This design comes from an exercise in tuning for small area on the open sky130 flow, not from production work.
At most, simulation tests tie the RTL to the original design; equivalence was not proved.
The RTL of run 3 was laid out without a check of its function.
Power is estimated from default activity; no workload was simulated.

### flow/run.sh
#!/bin/bash
# synth_recipe.tcl (not shown) runs the flow's synth.tcl, then flattens the netlist and writes it again
# the make line also repeats each setting of config.mk as NAME=value (left out here)
make -C /OpenROAD-flow-scripts/flow DESIGN_CONFIG=/design/flow/config.mk WORK_HOME=/design/flow/orfs CLKGATE_MAP_FILE= SYNTH_SCRIPT=/design/flow/synth_recipe.tcl finish
### flow/config.mk
export PLATFORM = sky130hd
export DESIGN_NAME = ahb_sram_slave
export DESIGN_NICKNAME = ahb_sram_slave
export VERILOG_FILES = /design/flow/design.v
export SDC_FILE = /design/flow/constraint.sdc
export NUM_CORES = 4
export LEC_CHECK = 0
export CAP_MARGIN = 20
export CORE_MARGIN = 2
export CORE_UTILIZATION = 40
export SLEW_MARGIN = 20
### flow/constraint.sdc
create_clock -name core_clock -period 7.0 [get_ports {i_clk}]
set_input_delay 1.4000 -clock core_clock [delete_from_list [all_inputs] [get_ports {i_clk}]]
set_output_delay 1.4000 -clock core_clock [all_outputs]
set_load 0.01 [all_outputs]
### flow/design.v
package ahb_sram_pkg;
  typedef enum logic [2:0] {
    IDLE = 3'd0,
    WAIT = 3'd1,
    LAST = 3'd2,
    ERR1 = 3'd3,
    ERR2 = 3'd4
  } state_t;
  localparam logic HRESP_OKAY    = 1'b0;
  localparam logic HRESP_ERROR   = 1'b1;
  localparam logic HTRANS_IDLE   = 1'b0;
  localparam logic HTRANS_ACTIVE = 1'b1;
endpackage
module ahb_sram_regfile #(
  parameter int DATA_WIDTH = 32,
  parameter int DEPTH      = 64,
  parameter int IDX_W      = (DEPTH > 1) ? $clog2(DEPTH) : 1
) (
  input  logic                  i_clk,
  input  logic                  i_clear,
  input  logic                  i_we,
  input  logic [IDX_W-1:0]      i_waddr,
  input  logic [DATA_WIDTH-1:0] i_wdata,
  input  logic [IDX_W-1:0]      i_raddr,
  output logic [DATA_WIDTH-1:0] o_rdata
);
  logic [DATA_WIDTH-1:0] mem_q [DEPTH];
  always_ff @(posedge i_clk) begin
    if (i_clear) begin
      for (int i = 0; i < DEPTH; i++) begin
        mem_q[i] <= '0;
      end
    end else if (i_we) begin
      mem_q[i_waddr] <= i_wdata;
    end
  end
  assign o_rdata = mem_q[i_raddr];
endmodule
module ahb_sram_slave #(
  parameter int                    ADDR_WIDTH  = 32,
  parameter int                    DATA_WIDTH  = 32,
  parameter int                    DEPTH       = 64,
  parameter int                    WAIT_STATES = 0,
  parameter logic [ADDR_WIDTH-1:0] BASE_ADDR   = '0
) (
  input  logic                  i_clk,
  input  logic                  i_reset,
  input  logic                  i_hselx,
  input  logic                  i_htrans,
  input  logic                  i_hwrite,
  input  logic [ADDR_WIDTH-1:0] i_haddr,
  input  logic [DATA_WIDTH-1:0] i_hwdata,
  input  logic                  i_hready,
  output logic                  o_hreadyout,
  output logic [DATA_WIDTH-1:0] o_hrdata,
  output logic                  o_hresp
);
  localparam int                  IDX_W   = (DEPTH > 1) ? $clog2(DEPTH) : 1;
  localparam logic [ADDR_WIDTH:0] LIMIT   = (ADDR_WIDTH + 1)'(DEPTH * 4);
  localparam logic [2:0]          WS_INIT = (WAIT_STATES > 0) ? 3'(WAIT_STATES - 1) : 3'd0;
  ahb_sram_pkg::state_t                state_q, state_d;
  logic [2:0]            cnt_q, cnt_d;
  logic                  write_q, write_d;
  logic [IDX_W-1:0]      idx_q, idx_d;
  logic                  accept;
  logic                  take;
  logic                  addr_err;
  logic [ADDR_WIDTH-1:0] offset;
  logic                  mem_we;
  logic [DATA_WIDTH-1:0] mem_rdata;
  assign offset   = i_haddr - BASE_ADDR;
  assign addr_err = (i_haddr[1:0] != 2'b00) || ({1'b0, offset} >= LIMIT);
  assign accept   = i_hselx && (i_htrans == ahb_sram_pkg::HTRANS_ACTIVE) && i_hready;
  always_comb begin
    state_d     = state_q;
    cnt_d       = cnt_q;
    write_d     = write_q;
    idx_d       = idx_q;
    take        = 1'b0;
    o_hreadyout = 1'b1;
    o_hresp     = ahb_sram_pkg::HRESP_OKAY;
    o_hrdata    = '0;
    case (state_q)
      ahb_sram_pkg::IDLE: take = accept;
      ahb_sram_pkg::WAIT: begin
        o_hreadyout = 1'b0;
        if (cnt_q == 3'd0) state_d = ahb_sram_pkg::LAST;
        else               cnt_d   = cnt_q - 3'd1;
      end
      ahb_sram_pkg::LAST: begin
        if (!write_q) o_hrdata = mem_rdata;
        state_d = ahb_sram_pkg::IDLE;
        take    = accept;
      end
      ahb_sram_pkg::ERR1: begin
        o_hreadyout = 1'b0;
        o_hresp     = ahb_sram_pkg::HRESP_ERROR;
        state_d     = ahb_sram_pkg::ERR2;
      end
      ahb_sram_pkg::ERR2: begin
        o_hresp = ahb_sram_pkg::HRESP_ERROR;
        state_d = ahb_sram_pkg::IDLE;
        take    = accept;
      end
      default: state_d = ahb_sram_pkg::IDLE;
    endcase
    if (take) begin
      write_d = i_hwrite;
      idx_d   = offset[IDX_W+1:2];
      if (addr_err) begin
        state_d = ahb_sram_pkg::ERR1;
      end else if (WAIT_STATES == 0) begin
        state_d = ahb_sram_pkg::LAST;
      end else begin
        state_d = ahb_sram_pkg::WAIT;
        cnt_d   = WS_INIT;
      end
    end
  end
  always_ff @(posedge i_clk) begin
    if (i_reset) begin
      state_q <= ahb_sram_pkg::IDLE;
      cnt_q   <= '0;
      write_q <= 1'b0;
      idx_q   <= '0;
    end else begin
      state_q <= state_d;
      cnt_q   <= cnt_d;
      write_q <= write_d;
      idx_q   <= idx_d;
    end
  end
  assign mem_we      = (state_q == ahb_sram_pkg::LAST) && write_q;
  ahb_sram_regfile #(
    .DATA_WIDTH (DATA_WIDTH),
    .DEPTH      (DEPTH),
    .IDX_W      (IDX_W)
  ) u_regfile (
    .i_clk   (i_clk),
    .i_clear (i_reset),
    .i_we    (mem_we),
    .i_waddr (idx_q),
    .i_wdata (i_hwdata),
    .i_raddr (idx_q),
    .o_rdata (mem_rdata)
  );
endmodule
==> results of run 1 <==
final cells by class:
class,count,area [um^2]
antenna,6,15.0
sequential,2067,61900
clock buffer,267,5580
clock inverter,127,1120
multi-input combinational,3320,30000
fill,20200,129000
inverter,9,41.3
timing repair buffer,368,3120
tap,3150,3940
routing by layer:
| layer | wire length (um) | vias to the layer above | GRT usage (%) |
|---|---|---|---|
| met3 | 27800 | 524 | 5.14 |
| li1 | - | 22000 | - |
| met2 | 137000 | 2671 | 38.3 |
| met1 | 122000 | 28100 | 34.9 |
| met4 | 14800 | 6 | 10.9 |
| met5 | 41 | - | 0 |
layout by cell type, fill, tap and decap left out, types with 8 or more instances in the layout:
cell type and count:
o211ai_1 10, clkinv_1 48, nor2_1 36, or2_4 9, o22ai_1 10, mux2_2 17, o21ai_0 19, a22oi_1 15
dfxtp_1 14, nand2b_1 9, nor3_1 23, nand2_1 125, edfxtp_1 2048, mux2i_1 124, nand4_1 13, nor2_2 59
a21oi_1 27, a31oi_1 17, bufinv_16 14, buf_2 33, buf_4 244, and2_1 2049, mux4_2 540, clkbuf_16 212
or2_2 57, clkinv_2 44, nor4_1 8, clkdlybuf4s50_1 70, clkbuf_1 48, nor2b_1 13, a32oi_1 13, buf_12 21
nand3_1 44
worst min-delay path by stage:
stage	slack, ns	depth (start not counted)	end
global placement	0.49	2	cnt_q[2]
floorplan	0.48	2	cnt_q[1]
finish	0.50	2	cnt_q[2]
detailed placement	0.50	2	cnt_q[2]
CTS	0.51	2	cnt_q[2]
global route	0.54	2	cnt_q[2]
stage by stage:
step / hold WS [ns] / setup WS (ns)
floorplan: 0.478 / 3.49
global placement: 0.488 / 0.952
detailed placement: 0.501 / 1.17
CTS: 0.508 / 0.220
global route: 0.544 / 0.120
finish: 0.504 / 0.108
what timing repair did:
item | in CTS | in global routing
buffers inserted | 0 | 0
endpoints found under the setup margin | 0 | 2
resized for setup | 0 | 2
power by group:
group / switching [W] / internal (W) / total (W)
combinational: 0.00112 / 0.000500 / 0.00162
sequential: 0.000132 / 0.0140 / 0.0141
clock: 0.00496 / 0.00617 / 0.0111
critical path: stages (launching register included):
cell             delay, ns
dfxtp_4               1.05
buf_12                0.33
buf_4                 0.24
mux4_2                0.33
mux2i_1               0.43
nor3_1                0.15
o311ai_0              0.97
buf_4                 0.29
o211ai_1              0.20
clkdlybuf4s50_1       0.56
state kept, by name, indices dropped and copies added (netlist names), named ones only:
name	cells
u_regfile.mem_q	2048
cnt_q	3
state_q	3
idx_q	6
write_q	1
cell families (layout without fill, tap and decap cells):
kind of cell	after synthesis	after routing	synth area share, %
muxes	688	688	14.6
buffers and inverters	622	771	2.92
AOI/OAI and AO/OA	152	152	1.10
other	0	6	0
adders and majority gates	2	2	0.0265
xor gates and xnor gates	1	1	0.00928
and+or+nand+nor	2477	2477	15.8
DFF	2067	2067	65.6
==> PnR_summary.wiki, run 1 <==
{| class="wikitable"
! Metric !! Value
|-
| Outcome || no timing/DRC/antenna violations
|-
| Clock transition time at the flip-flop clock pins of the worst setup and hold paths || ~0.06 ns
|-
| Number of nets at the end of the flow || 6050
|-
| Detail-routed via count per cell || between 5 and 6
|-
| Final setup skew || approximately 0.033 ns
|-
| Dominant cell by count in the synthesized netlist || and2_1
|-
| Total core area || 235000 um^2
|-
| Final HPWL from detailed placement || 174000 um
|-
| Yosys warns || 2
|-
| Crit. End Element || output port
|-
| Tightest slew margin relative to the limit || 22.2%
|-
| Area share of the leading cell type in the synthesized netlist || roughly two thirds
|-
| Length in cells of the worst reg-to-reg path || 8
|-
| Largest net degree at the start of global routing || 78
|-
| Number of violations of the max-capacitance limit || 0
|-
| Number of nets with antenna violations after detailed routing || 0
|-
| Initial Util || roughly 40%
|-
| Final Max Tran Viols || 0
|-
| Antenna violations before repair || 26
|-
| Post-synthesis to final-layout area growth || 12.0%
|-
| Maximum root-to-sink buffer count || 3
|-
| Layout cells sized above 1 || between 20% and 30%
|-
| Worst vdd ir || between 0.2 and 0.25 mV
|-
| Setup repair after global routing missed its margin || false
|-
| Start point of the worst min-delay path || cnt_q[2]
|-
| Cell type with the largest total area after synthesis || edfxtp_1
|-
| Via Count || about 53000
|-
| Cells after Synth || 6009
|-
| Remaining design rule violation count || 0
|-
| Overall Global Routing Usage || between 20 and 30%
|-
| Worst-Margin Slew || ~1.2 ns
|-
| Placement-stage cell area || ~100000 um^2
|-
| Total wirelength of the detailed-routed design || ~300000 um
|-
| Clock sink total || ~2100
|-
| Summed instance area of the synthesized netlist || approximately 94000 um^2
|-
| Startpoint type of the worst setup path || flip-flop
|-
| Clock tree from TritonCTS || done
|-
| Critical path fanouts, max || 48
|-
| Utilization of the core after routing || 45.0%
|-
| Port bufs || a little over 100
|-
| Setup tns final || 0 ns
|-
| Final instance area || about 110000 um^2
|-
| Leak || approximately 37 nW
|-
| Rows || roughly 180
|-
| Cell types with the largest area share after synthesis || edfxtp_1 (65%), and2_1 (14%), mux4_2 (13%)
|-
| Final setup viols || 0
|-
| Post-synth ARST share || 0%
|-
| Required time of the critical path || 5.60 ns
|-
| GRT overflow || 0
|-
| Reg2reg setup slack || around 3 ns
|-
| Most common library cells after synthesis || and2_1 (2049), edfxtp_1 (2048), mux4_2 (540)
|-
| H-Tree Depth || 4
|-
| Critical path start-end classification || flip-flop to output port
|-
| Clk Latency, worst-skew pair || around 0.9 ns
|-
| Post-Place Cells || 8912
|-
| Synthesized area per cell || ~16 um^2
|-
| Number of CTS-inserted buffers || approximately 210
|-
| Total Die Area || approximately 240000 um^2
|-
| Most used flip-flop cell after synthesis || edfxtp_1
|-
| Achievable clock frequency || about 0.15 GHz
|-
| Syn Nets || around 6100
|-
| Destination of the critical timing path || o_hrdata[27]
|-
| Root Buffer || clkbuf_16
|-
| Total of hold buffers inserted after clock tree synthesis || 0
|-
| Total Power Consumption || roughly 0.027 W
|-
| Count of routing violations after the opening detailed-route iteration || roughly 7400
|-
| Type of the tightest min-delay check || flip-flop to flip-flop
|-
| Vertical extent of the die || 490 um
|-
| Tmin final || 6.89 ns
|-
| Power per cell area || 254 nW/um^2
|-
| Reg2reg end || u_regfile.mem_q[56][1]
|-
| Final period utilization || 98.5%
|-
| Synth cell types || 61
|-
| Fraction of the yosys area taken by sequential cells || between 60% and 70%
|-
| Final std cells w/o fill || a little over 9000
|-
| Wire length of the first global-routing pass || 421000 um
|-
| Die width || 490 um
|-
| Flip-flop and latch count after synthesis || 2067
|-
| Number of enable flip-flop cells after synthesis || just over 2000
|-
| Detailed-router iteration count before antenna repair || 6
|-
| Placer Congestion || 0.955
|-
| Final Hold Fails || 0
|-
| Number of I/O pins || ~100
|-
| Worst Path Arrival || 5.49 ns
|-
| Routed len/inst || around 32 um
|-
| Launch point of the worst reg-to-reg path || state_q[1]
|-
| Number of global-route vias before repair || about 53000
|}
==> run 2, diff against run 1 <==
==> flow/design.v (replaced) <==
package ahb_sram_pkg;
  localparam logic HRESP_OKAY    = 1'b0;
  localparam logic HRESP_ERROR   = 1'b1;
  localparam logic HTRANS_IDLE   = 1'b0;
  localparam logic HTRANS_ACTIVE = 1'b1;
endpackage
module ahb_sram_regfile #(
  parameter int DATA_WIDTH = 32,
  parameter int DEPTH      = 64,
  parameter int IDX_W      = (DEPTH > 1) ? $clog2(DEPTH) : 1
) (
  input  logic                  i_clk,
  input  logic                  i_clear,
  input  logic                  i_we,
  input  logic                  i_re,
  input  logic [IDX_W-1:0]      i_idx,
  input  logic [DATA_WIDTH-1:0] i_wdata,
  output logic [DATA_WIDTH-1:0] o_rdata
);
  logic [DATA_WIDTH-1:0] mem_q [DEPTH];
  logic [DATA_WIDTH-1:0] wdata;
  logic [DEPTH-1:0]      hit;
  logic [DEPTH-1:0]      load;
  logic [DEPTH-1:0]      rsel;
  assign wdata = i_wdata & {DATA_WIDTH{~i_clear}};
  always_comb begin
    for (int i = 0; i < DEPTH; i++) begin
      hit[i]  = (i_idx == IDX_W'(i));
      load[i] = i_clear | (i_we & hit[i]);
      rsel[i] = i_re & hit[i];
    end
  end
  always_ff @(posedge i_clk) begin
    for (int i = 0; i < DEPTH; i++) begin
      if (load[i]) mem_q[i] <= wdata;
    end
  end
  always_comb begin
    o_rdata = '0;
    for (int i = 0; i < DEPTH; i++) begin
      o_rdata = o_rdata | (mem_q[i] & {DATA_WIDTH{rsel[i]}});
    end
  end
endmodule
module ahb_sram_slave #(
  parameter int                    ADDR_WIDTH  = 32,
  parameter int                    DATA_WIDTH  = 32,
  parameter int                    DEPTH       = 64,
  parameter int                    WAIT_STATES = 0,
  parameter logic [ADDR_WIDTH-1:0] BASE_ADDR   = '0
) (
  input  logic                  i_clk,
  input  logic                  i_reset,
  input  logic                  i_hselx,
  input  logic                  i_htrans,
  input  logic                  i_hwrite,
  input  logic [ADDR_WIDTH-1:0] i_haddr,
  input  logic [DATA_WIDTH-1:0] i_hwdata,
  input  logic                  i_hready,
  output logic                  o_hreadyout,
  output logic [DATA_WIDTH-1:0] o_hrdata,
  output logic                  o_hresp
);
  localparam int                  IDX_W = (DEPTH > 1) ? $clog2(DEPTH) : 1;
  localparam logic [ADDR_WIDTH:0] LIMIT = (ADDR_WIDTH + 1)'(DEPTH * 4);
  logic                  rd_q, wr_q, err1_q, err2_q;
  logic [IDX_W-1:0]      idx_q;
  logic                  take;
  logic                  addr_err;
  logic [ADDR_WIDTH-1:0] offset;
  assign offset   = i_haddr - BASE_ADDR;
  assign addr_err = (i_haddr[1:0] != 2'b00) || ({1'b0, offset} >= LIMIT);
  assign take     = i_hselx && (i_htrans == ahb_sram_pkg::HTRANS_ACTIVE) && i_hready && !err1_q;
  always_ff @(posedge i_clk) begin
    if (i_reset) begin
      rd_q   <= 1'b0;
      wr_q   <= 1'b0;
      err1_q <= 1'b0;
      err2_q <= 1'b0;
    end else begin
      rd_q   <= take && !addr_err && !i_hwrite;
      wr_q   <= take && !addr_err && i_hwrite;
      err1_q <= take && addr_err;
      err2_q <= err1_q;
    end
  end
  always_ff @(posedge i_clk) begin
    idx_q <= offset[IDX_W+1:2];
  end
  assign o_hreadyout = !err1_q;
  assign o_hresp     = err1_q || err2_q;
  ahb_sram_regfile #(
    .DATA_WIDTH (DATA_WIDTH),
    .DEPTH      (DEPTH),
    .IDX_W      (IDX_W)
  ) u_regfile (
    .i_clk   (i_clk),
    .i_clear (i_reset),
    .i_we    (wr_q),
    .i_re    (rd_q),
    .i_idx   (idx_q),
    .i_wdata (i_hwdata),
    .o_rdata (o_hrdata)
  );
endmodule
==> run 2 against run 1 <==
  * Now fails the layout checks on setup timing
  * Combinational power down 21%
  * Power fell by 0.77%
  * Worst setup slack worse by 0.16 ns
  * Final area is 16% lower
  * Cell count is 23% lower
  * Via count decreased by 3.0%
  * Register-to-register slack got worse by 0.87 ns
  * Flip-flop and latch count shrank 9
  * Critical path depth did not move
  * First-iteration DRC count up 68%
  * Clock skew down 0.0077 ns
  * Critical endpoint is now o_hrdata[4]
==> PnR_summary.wiki, run 2 <==
{| class="wikitable"
! Metric !! Value
|-
| Detail-routed via count per cell || 7.22 (+26%)
|-
| Via Count || 51700 (-3.0%)
|-
| Final setup skew || 0.0256 ns (-0.00771 ns)
|-
| Number of nets with antenna violations after detailed routing || 0 (unchanged)
|-
| Fraction of the yosys area taken by sequential cells || 81.4% (+16 points)
|-
| Vertical extent of the die || 439 um (-10%)
|-
| Number of violations of the max-capacitance limit || 0 (unchanged)
|-
| Detailed-router iteration count before antenna repair || 10 (+4)
|-
| Launch point of the worst reg-to-reg path || idx_q[5]
|-
| Number of nets at the end of the flow || 4556 (-25%)
|-
| Number of flip-flops under the largest register name || 2048 (unchanged)
|-
| Synth cell types || 69 (+13%)
|-
| Placer Congestion || 0.958 (+0.39%)
|-
| Start point of the worst min-delay path || err1_q
|-
| Startpoint type of the worst setup path || flip-flop
|-
| Synthesized area per cell || 18.3 um^2 (+16%)
|-
| Rows || 159 (-11%)
|-
| Root Buffer || clkbuf_16
|-
| Worst vdd ir || 0.218 mV (-8.0%)
|-
| Outcome || failed layout checks
|-
| Type of the tightest min-delay check || flip-flop to flip-flop
|-
| Final instance area || 89000 um^2 (-16%)
|-
| Largest net degree at the start of global routing || 65 (-17%)
|-
| Worst-Margin Slew || 1.33 ns (+0.181 ns)
|-
| Number of I/O pins || 104 (unchanged)
|-
| Die width || 439 um (-10%)
|-
| Checks that blocked a clean result || setup timing
|-
| Achievable clock frequency || 0.142 GHz (-2.3%)
|-
| Final setup viols || 3 (+3)
|-
| Remaining design rule violation count || 0 (unchanged)
|-
| # resized after CTS || 0 (unchanged)
|-
| Count of routing violations after the opening detailed-route iteration || 12500 (+68%)
|-
| Cell types with the largest area share after synthesis || edfxtp_1 (81%), a22oi_1 (6.4%), mux2i_1 (1.1%)
|-
| Post-synthesis to final-layout area growth || 17.4%
|-
| Most used flip-flop cell after synthesis || edfxtp_1
|-
| Power per cell area || 299 nW/um^2 (+18%)
|-
| Number of enable flip-flop cells after synthesis || 2048 (unchanged)
|-
| Flip-flop and latch count after synthesis || 2058 (-0.44%)
|-
| Total Power Consumption || 0.0266 W (-0.77%)
|-
| Clock tree from TritonCTS || done
|-
| Wire length of the first global-routing pass || 442000 um (+5.0%)
|-
| Critical path start-end classification || flip-flop to output port
|-
| Cells after Synth || 4149 (-31%)
|-
| Xor and xnor fraction of the mapped netlist area || 0% (-0.0093 points)
|-
| Clock sink total || 2058 (-0.44%)
|-
| Largest family of logic cells by synthesized area || compound AO/OA/AOI/OAI gates
|-
| Area share of the leading cell type in the synthesized netlist || 81.1% (+16 points)
|-
| Number of CTS-inserted buffers || 196 (-7.5%)
|-
| Top reg by flops || u_regfile.mem_q
|-
| Share of synthesized cell area in full adder, half adder and majority cells || 0% (-0.027 points)
|-
| Most common library cells after synthesis || edfxtp_1 (2048), a22oi_1 (649), clkbuf_1 (149)
|-
| Dominant cell by count in the synthesized netlist || edfxtp_1
|-
| Number of global-route vias before repair || 46500 (-13%)
|-
| Final Hold Fails || 0 (unchanged)
|-
| Setup slack of the critical path after layout || -0.0567 ns (-0.164 ns)
|-
| Most common cell after layout, fill and taps aside || edfxtp_1
|-
| Worst Path Arrival || 5.66 ns (+0.17 ns)
|-
| Tmin final || 7.06 ns (+0.164 ns)
|-
| Post-CTS setup buffer count || 0 (unchanged)
|-
| Largest registers in the final layout || u_regfile.mem_q x2048, idx_q x6
|-
| Portion of netlist area occupied by mux cells || 1.32% (-13 points)
|-
| Leak || 29.7 nW (-20%)
|-
| Summed instance area of the synthesized netlist || 75800 um^2 (-20%)
|-
| Clk Latency, worst-skew pair || 0.87 ns (about the same)
|-
| Fill count || 15600 (-23%)
|-
| Syn Nets || 4219 (-31%)
|-
| Port bufs || 103 (unchanged)
|-
| Initial Util || 40.3% (+0.15 points)
|-
| Cells traversed along the worst timing path || buf_4 > nand4b_2 > nor2_4 > buf_4 > a22oi_1 > nand4_1 > nor3_1 > nand4_1 > clkdlybuf4s50_1
|-
| Final Max Tran Viols || 0 (unchanged)
|-
| Total Die Area || 193000 um^2 (-20%)
|-
| Post-synth ARST share || 0% (unchanged)
|-
| Clock transition time at the flip-flop clock pins of the worst setup and hold paths || 0.06 ns (about the same)
|-
| Launching instance or port of the critical path || idx_q[2]
|-
| Overall Global Routing Usage || 34.9% (+9.8 points)
|-
| Compound-gate portion of the synthesized area || 11.2% (+10 points)
|-
| Final period utilization || 101% (+2.3 points)
|-
| GRT overflow || 0 (unchanged)
|-
| Critical path fanouts, max || 28 (-42%)
|-
| Crit. End Element || output port
|-
| Routed len/inst || 48.1 um (+49%)
|-
| Total of hold buffers inserted after clock tree synthesis || 0 (unchanged)
|-
| Area fraction in and, or, nand and nor cells after synthesis || 4.61% (-11 points)
|-
| Tightest slew margin relative to the limit || 11.1% (-11 points)
|-
| Critical Path Slowest Stage Cell || nor2_4
|-
| Final HPWL from detailed placement || 202000 um (+16%)
|-
| Layout cells sized above 1 || 16.5% (-4.6 points)
|-
| Yosys warns || 3 (+1)
|-
| H-Tree Depth || 4 (unchanged)
|-
| Required time of the critical path || 5.60 ns (about the same)
|-
| Most frequent cells in the layout || edfxtp_1 (2048), a22oi_1 (649), buf_4 (272), clkbuf_16 (197), nand2_1 (132)
|-
| Final hold slack || 0.467 ns (-0.0369 ns)
|-
| Antenna violations before repair || 24 (-7.7%)
|-
| Maximum cell stage delay along the critical path || 1.09 ns (+0.04 ns)
|-
| Cell type with the largest total area after synthesis || edfxtp_1
|-
| Total wirelength of the detailed-routed design || 345000 um (+15%)
|-
| Total core area || 188000 um^2 (-20%)
|-
| Placement-stage cell area || 82600 um^2 (-17%)
|-
| Setup tns final || -0.110 ns (-0.110 ns)
|-
| Setup repair after global routing missed its margin || false
|-
| Maximum root-to-sink buffer count || 3 (unchanged)
|}
run 2: cell types whose count changed in the layout (fill, tap and decap cells not counted), moves of 37 or more:
cell and change:
a222oi_1 +41, nor2_2 -55, a221oi_1 +37, or2_2 -56, and3_1 +54, a22oi_1 +634
a22o_1 +87, mux2i_1 -42, nor2_4 +55, mux4_2 -540, and2_1 -2046, nor4_1 +38
nand4_1 +100, o21bai_4 +48
run 2: worst max-delay path: cells and delay by family, from the launching register on:
kind / cells / cell delay, ns
flops: 1 / 0.83
compound gates: 1 / 0.17
simple gates: 5 / 2.22
buf+inv: 3 / 1.52
run 2: path summary, 6_finish.rpt:
path                                   to  slack (ns)  cells past startpoint
setup / recovery              o_hrdata[4]       -0.06                      9
hold / removal                     err2_q        0.47                      2
setup reg to reg  u_regfile.mem_q[51][13]        2.15                      6
hold reg to reg                    err2_q        0.47                      2
run 2: cells by family (layout without fill, tap and decap cells):
| group | after synthesis | count (layout) |
|---|---|---|
| other | 0 | 21 |
| muxes | 98 | 98 |
| buffers and inverters | 257 | 754 |
| and+or+nand+nor | 634 | 634 |
| AOI/OAI and AO/OA | 1102 | 1102 |
| DFF | 2058 | 2058 |
run 2: where the power goes:
group	total, W	switching [W]	internal (W)
combinational	0.00128	0.00106	0.000226
sequential	0.0148	0.000248	0.0145
clock	0.0106	0.00478	0.00579
run 2: cell type report:
cell class / count / area, um^2 / area share, %
Clock buffer: 239 / 5110 / 5.74
Tap cell: 2495 / 3120 / 3.51
Clock inverter: 119 / 1130 / 1.27
Timing Repair Buffer: 394 / 3490 / 3.92
Sequential cell: 2058 / 61700 / 69.4
Antenna cell: 21 / 52.6 / 0.0591
Multi-Input combinational cell: 1834 / 14300 / 16.1
Inverter: 2 / 7.51 / 0.00844
run 2: metal layers:
metal | track usage (%) | wire (um) | share of wire (%) | vias to the layer above
met5 | 0.223 | 302 | 0.088 | -
met4 | 24.6 | 30400 | 8.8 | 18
met3 | 14.8 | 60800 | 18 | 1551
met2 | 49.3 | 142000 | 41 | 6062
met1 | 43.0 | 111000 | 32 | 25900
li1 | - | - | - | 18200
run 2: per-stage QoR:
| stage | util [%] | cells | setup WS, ns |
|---|---|---|---|
| after global routing | 47.3 | 7143 | 0.0186 |
| final | 47.3 | 7162 | -0.0567 |
| after global placement | 43.8 | 6773 | 1.12 |
| after CTS | 47.3 | 7138 | 0.212 |
| after floorplan | - | 4149 | 3.12 |
| after detailed placement | 43.9 | 6780 | 1.14 |
==> run 3, diff against run 2 <==
--- a/flow/design.v
+++ b/flow/design.v
@@ -4,6 +4,26 @@
   localparam logic HTRANS_IDLE   = 1'b0;
   localparam logic HTRANS_ACTIVE = 1'b1;
 endpackage
+module ahb_sram_bit (
+  input  logic i_clk,
+  input  logic i_d,
+  input  logic i_ld,
+  input  logic i_hold,
+  output logic o_q
+);
+  always_ff @(posedge i_clk) begin
+    o_q <= (i_d & i_ld) | (o_q & i_hold);
+  end
+endmodule
+module ahb_sram_rd2 (
+  input  logic i_q0,
+  input  logic i_sel0_n,
+  input  logic i_q1,
+  input  logic i_sel1_n,
+  output logic o_zero
+);
+  assign o_zero = ~((i_q0 | i_sel0_n) & (i_q1 | i_sel1_n));
+endmodule
 module ahb_sram_regfile #(
   parameter int DATA_WIDTH = 32,
   parameter int DEPTH      = 64,
@@ -17,29 +37,49 @@
   input  logic [DATA_WIDTH-1:0] i_wdata,
   output logic [DATA_WIDTH-1:0] o_rdata
 );
-  logic [DATA_WIDTH-1:0] mem_q [DEPTH];
-  logic [DATA_WIDTH-1:0] wdata;
-  logic [DEPTH-1:0]      hit;
-  logic [DEPTH-1:0]      load;
-  logic [DEPTH-1:0]      rsel;
-  assign wdata = i_wdata & {DATA_WIDTH{~i_clear}};
+  localparam int NPAIR = (DEPTH + 1) / 2;
+  logic [DATA_WIDTH-1:0]  mem_q [2*NPAIR];
+  logic [DATA_WIDTH-1:0]  zero  [NPAIR];
+  logic [2*NPAIR-1:0]     hit;
+  logic [2*NPAIR-1:0]     ld;
+  logic [2*NPAIR-1:0]     hold;
+  logic [2*NPAIR-1:0]     rsel_n;
   always_comb begin
-    for (int i = 0; i < DEPTH; i++) begin
-      hit[i]  = (i_idx == IDX_W'(i));
-      load[i] = i_clear | (i_we & hit[i]);
-      rsel[i] = i_re & hit[i];
+    for (int i = 0; i < 2*NPAIR; i++) begin
+      hit[i]    = (i < DEPTH) && (i_idx == IDX_W'(i));
+      ld[i]     = !i_clear && i_we && hit[i];
+      hold[i]   = !i_clear && !(i_we && hit[i]);
+      rsel_n[i] = !(i_re && hit[i]);
     end
   end
-  always_ff @(posedge i_clk) begin
-    for (int i = 0; i < DEPTH; i++) begin
-      if (load[i]) mem_q[i] <= wdata;
+  for (genvar w = 0; w < 2*NPAIR; w++) begin : g_word
+    for (genvar b = 0; b < DATA_WIDTH; b++) begin : g_bit
+      ahb_sram_bit u_bit (
+        .i_clk  (i_clk),
+        .i_d    (i_wdata[b]),
+        .i_ld   (ld[w]),
+        .i_hold (hold[w]),
+        .o_q    (mem_q[w][b])
+      );
+    end
+  end
+  for (genvar p = 0; p < NPAIR; p++) begin : g_pair
+    for (genvar b = 0; b < DATA_WIDTH; b++) begin : g_bit
+      ahb_sram_rd2 u_rd (
+        .i_q0     (mem_q[2*p][b]),
+        .i_sel0_n (rsel_n[2*p]),
+        .i_q1     (mem_q[2*p+1][b]),
+        .i_sel1_n (rsel_n[2*p+1]),
+        .o_zero   (zero[p][b])
+      );
     end
   end
   always_comb begin
     o_rdata = '0;
-    for (int i = 0; i < DEPTH; i++) begin
-      o_rdata = o_rdata | (mem_q[i] & {DATA_WIDTH{rsel[i]}});
+    for (int p = 0; p < NPAIR; p++) begin
+      o_rdata = o_rdata | zero[p];
     end
+    o_rdata = ~o_rdata & {DATA_WIDTH{i_re}};
   end
 endmodule
 module ahb_sram_slave #(
--- a/flow/config.mk
+++ b/flow/config.mk
@@ -7,5 +7,7 @@
 export LEC_CHECK = 0
 export CAP_MARGIN = 20
 export CORE_MARGIN = 2
-export CORE_UTILIZATION = 40
+export CORE_UTILIZATION = 60
+export CTS_BUF_LIST = sky130_fd_sc_hd__clkbuf_4
 export SLEW_MARGIN = 20
+export SYNTH_HIERARCHICAL = 1
==> run 3 against run 2 <==
  * The layout still fails its checks (setup timing)
  * Largest cell class unchanged
  * Critical path depth is the same
  * Worst hold slack better by 0.0055 ns
  * Non-clock buffer count increased by 81
  * Count of clock-buffer cells in the layout rose by 512
  * Sequential power decreased by 21%
  * Via count up 27%
  * Critical endpoint is now o_hrdata[14]
  * Power is 16% lower
  * Combinational power fell by 43%
  * Critical path type unchanged
  * Register-to-register slack improved by 2.1 ns
  * Final area decreased by 7.1%
==> PnR_summary.wiki, run 3 <==
{| class="wikitable"
! Metric !! Value
|-
| Clock sink total || 2058 (unchanged)
|-
| GRT overflow || 0 (unchanged)
|-
| Most used flip-flop cell after synthesis || dfxtp_1
|-
| Cell types with the largest area share after synthesis || dfxtp_1 (59%), a22o_1 (26%), o22ai_1 (9.2%)
|-
| Summed instance area of the synthesized netlist || 69300 um^2 (-8.5%)
|-
| Layout cells sized above 1 || 19.8% (+3.3 points)
|-
| Remaining design rule violation count || 0 (unchanged)
|-
| Port bufs || 103 (unchanged)
|-
| Total Die Area || 118000 um^2 (-39%)
|-
| Most common library cells after synthesis || dfxtp_1 (2058), a22o_1 (2048), o22ai_1 (1024)
|-
| Final HPWL from detailed placement || 162000 um (-20%)
|-
| Total wirelength of the detailed-routed design || 291000 um (-16%)
|-
| Tightest slew margin relative to the limit || 15.3% (+4.2 points)
|-
| Outcome || failed layout checks
|-
| Setup tns final || -0.114 ns (-0.00424 ns)
|-
| Overall Global Routing Usage || 47.5% (+13 points)
|-
| Synthesized area per cell || 11.9 um^2 (-35%)
|-
| Count of routing violations after the opening detailed-route iteration || 9618 (-23%)
|-
| Flip-flop and latch count after synthesis || 2058 (unchanged)
|-
| Cell type with the highest occurrence count on the critical path || buf_4
|-
| Detailed-router iteration count before antenna repair || 6 (-4)
|-
| Cell type with the largest total area after synthesis || dfxtp_1
|-
| Largest registers in the final layout || u_regfile.g_word.g_bit.u_bit.o_q x2048, idx_q x6
|-
| Number of violations of the max-capacitance limit || 0 (unchanged)
|-
| Vertical extent of the die || 344 um (-22%)
|-
| Final period utilization || 102% (+0.82 points)
|-
| Initial Util || 60.6% (+20 points)
|-
| Placer Congestion || 0.955 (-0.41%)
|-
| Type of the tightest min-delay check || flip-flop to flip-flop
|-
| Post-synth ARST share || 0% (unchanged)
|-
| Cells traversed along the worst timing path || and3_1 > nand2_1 > buf_4 > o22ai_1 > nor4_1 > nand4_1 > nor3_1 > buf_4 > clkdlybuf4s50_1
|-
| Power per cell area || 272 nW/um^2 (-9.2%)
|-
| H-Tree Depth || 6 (+2)
|-
| Number of enable flip-flop cells after synthesis || 0 (-100%)
|-
| Routed len/inst || 33.6 um (-30%)
|-
| Achievable clock frequency || 0.141 GHz (-0.81%)
|-
| Setup slack of the critical path after layout || -0.114 ns (-0.0575 ns)
|-
| Synth cell types || 25 (-64%)
|-
| Clock tree from TritonCTS || done
|-
| Critical path fanouts, max || 17 (-39%)
|-
| Detail-routed via count per cell || 7.58 (+5.0%)
|-
| Area share of the leading cell type in the synthesized netlist || 59.4% (-22 points)
|-
| Root Buffer || clkbuf_4
|-
| Final Hold Fails || 0 (unchanged)
|-
| Yosys warns || 11 (+8)
|-
| Number of nets with antenna violations after detailed routing || 0 (unchanged)
|-
| Wire length of the first global-routing pass || 418000 um (-5.4%)
|-
| Post-synthesis to final-layout area growth || 19.2%
|-
| Number of global-route vias before repair || 62600 (+35%)
|-
| Final Max Tran Viols || 0 (unchanged)
|-
| Syn Nets || 5892 (+40%)
|-
| Tmin final || 7.11 ns (+0.0575 ns)
|-
| Die width || 344 um (-22%)
|-
| Top reg by flops || u_regfile.g_word.g_bit.u_bit.o_q
|-
| Number of flip-flops under the largest register name || 2048 (unchanged)
|-
| Checks that blocked a clean result || setup timing
|-
| Leak || 33.7 nW (+13%)
|-
| Maximum cell stage delay along the critical path || 0.89 ns (-0.20 ns)
|-
| Maximum root-to-sink buffer count || 4 (+1)
|-
| Clk Latency, worst-skew pair || 1.36 ns (+0.49 ns)
|-
| Worst-Margin Slew || 1.27 ns (-0.0662 ns)
|-
| Total of hold buffers inserted after clock tree synthesis || 0 (unchanged)
|-
| Utilization of the core after routing || 72.2% (+25 points)
|-
| Worst Path Arrival || 5.71 ns (+0.05 ns)
|-
| Via Count || 65600 (+27%)
|-
| Final setup skew || 0.0489 ns (+0.0232 ns)
|-
| Number of I/O pins || 104 (unchanged)
|-
| Antenna violations before repair || 13 (-46%)
|-
| Rows || 124 (-22%)
|-
| Total core area || 115000 um^2 (-39%)
|-
| Number of CTS-inserted buffers || 538 (+170%)
|-
| Critical path start-end classification || flip-flop to output port
|-
| Most frequent cells in the layout || dfxtp_1 (2054), a22o_1 (2048), o22ai_1 (1024), clkbuf_4 (751), buf_4 (369)
|-
| Clock transition time at the flip-flop clock pins of the worst setup and hold paths || 0.06 ns (about the same)
|-
| Most common cell after layout, fill and taps aside || dfxtp_1
|-
| Dominant cell by count in the synthesized netlist || dfxtp_1
|-
| Cells after Synth || 5822 (+40%)
|-
| Fraction of the yosys area taken by sequential cells || 59.4% (-22 points)
|-
| Required time of the critical path || 5.60 ns (about the same)
|-
| Total Power Consumption || 0.0225 W (-16%)
|-
| Number of nets at the end of the flow || 6873 (+51%)
|-
| Startpoint type of the worst setup path || flip-flop
|-
| Crit. End Element || output port
|-
| Final setup viols || 1 (-2)
|-
| Worst vdd ir || 0.285 mV (+31%)
|-
| Critical Path Slowest Stage Cell || nand2_1
|-
| Largest net degree at the start of global routing || 65 (unchanged)
|}
==> run 3: cell types whose count changed after synthesis, sizes merged, moves of 48 or more <==
cell,change
o22ai,+992
dfxtp,+2048
nand2,-54
edfxtp,-2048
o21bai,-48
mux2i,-82
a22o,+1959
buf,-93
a22oi,-649
and3,-54
clkbuf,-128
nor4,+153
==> run 3: worst paths after layout <==
path                                                               start                                  endpoint  slack (ns)  depth (start not counted)
worst max-delay path                                            idx_q[4]                              o_hrdata[14]       -0.11                          9
worst min-delay path            u_regfile.g_word[40].g_bit[15].u_bit.o_q  u_regfile.g_word[40].g_bit[15].u_bit.o_q        0.47                          1
worst max register to register                                  idx_q[2]   u_regfile.g_word[7].g_bit[10].u_bit.o_q        4.27                          5
worst min register to register  u_regfile.g_word[40].g_bit[15].u_bit.o_q  u_regfile.g_word[40].g_bit[15].u_bit.o_q        0.47                          1
==> run 3: timing repair <==
action | CTS | global route
pin swaps | 2 | 5
cloned | 0 | 0
gates resized for setup | 33 | 18
setup endpoints to repair | 25 | 26
buffers inserted | 0 | 0
==> run 3: final cells by class <==
type	count	area, um^2
multi-input cells	3728	29300
repair buffers	475	3950
fillers	8362	31800
inverters	2	7.51
flip-flops and latches	2058	41200
well taps	1512	1890
diodes	16	40.0
clock buffers	751	5640
clock inverters	113	656
==> run 3: critical path: cells and delay by family (launching register included) <==
family          cells  cell delay (ns)
compound gates      1             0.14
buf+inv             3             1.15
flops               1             0.34
simple gates        5             2.74
==> run 3: Yosys stat by module, one instance, submodules excluded, excerpt <==
module	cells	flops+latches	copies in the design
ahb_sram_bit	2	1	2048
ahb_sram_rd2	1	0	1024
ahb_sram_slave	32	10	1
==> run 3: cell families (layout without fill, tap and decap cells) <==
group,count (synthesis),after routing,synth area share [%]
AOI/OAI and AO/OA,3138,3138,35.6
buffers and inverters,36,1341,0.224
DFF,2058,2058,59.4
and+or+nand+nor,590,590,4.77
other,0,16,0
==> run 3: per-stage QoR <==
| stage | setup WS, ns | instance area [um^2] | hold slack (ns) | cells |
|---|---|---|---|---|
| after global placement | -0.000933 | 75700 | 0.456 | 7755 |
| after global routing | -0.0200 | 82600 | 0.480 | 8651 |
| after detailed placement | 0.754 | 76000 | 0.455 | 7771 |
| after CTS | -0.00198 | 82400 | 0.413 | 8635 |
| after floorplan | 3.27 | 69300 | 0.443 | 5822 |
| final | -0.114 | 82700 | 0.473 | 8655 |
==> run 3: where the power goes <==
| part | switching, W | internal, W | total [W] | leakage [nW] |
|---|---|---|---|---|
| clock | 0.00481 | 0.00521 | 0.0100 | 3.79 |
| combinational | 0.000633 | 0.0000980 | 0.000731 | 13.3 |
| sequential | 0.00000618 | 0.0117 | 0.0117 | 16.6 |
==> run 3: routing by layer <==
metal	part of all wire [%]	GRT usage, %	wire [um]	up-vias
li1	-	-	-	27000
met1	36	59.4	106000	31800
met2	40	65.3	117000	5695
met3	14	17.2	41600	1064
met4	8.9	39.7	25900	8
met5	0.018	0	52	-

## port drivers added, routing unchanged
The results above use ideal ports. As a check the final layouts listed here were re-extracted and re-timed, cells and wires unchanged.
Step 1 sets driving cells, clkbuf_16 on the clock port and buf_2 on the other inputs (assumed; they add their load-dependent delay and slew).
Step 2 adds t to the input delays and takes it off the output delays; t is the mean of the earliest and latest rising clock arrival at the registers after step 1. Input paths then give back, and output paths get back, about the clock's delay inside the block.
Slacks: no drivers / after step 1 / after step 2; pairs: no drivers / after step 1.
run | t, ns | setup slack, ns | clock arrival spread, ns | slew at the worst register clock pin (ns) | cell pins on the clock port's net
run 1 | 0.960 | 0.108 / 0.013 / 0.973 | 0.038 / 0.038 | 0.07 / 0.07 | 1
run 2 | 0.962 | -0.057 / -0.149 / 0.814 | 0.043 / 0.043 | 0.07 / 0.07 | 1
run 3 | 1.413 | -0.114 / -0.198 / 1.214 | 0.070 / 0.071 | 0.08 / 0.08 | 1
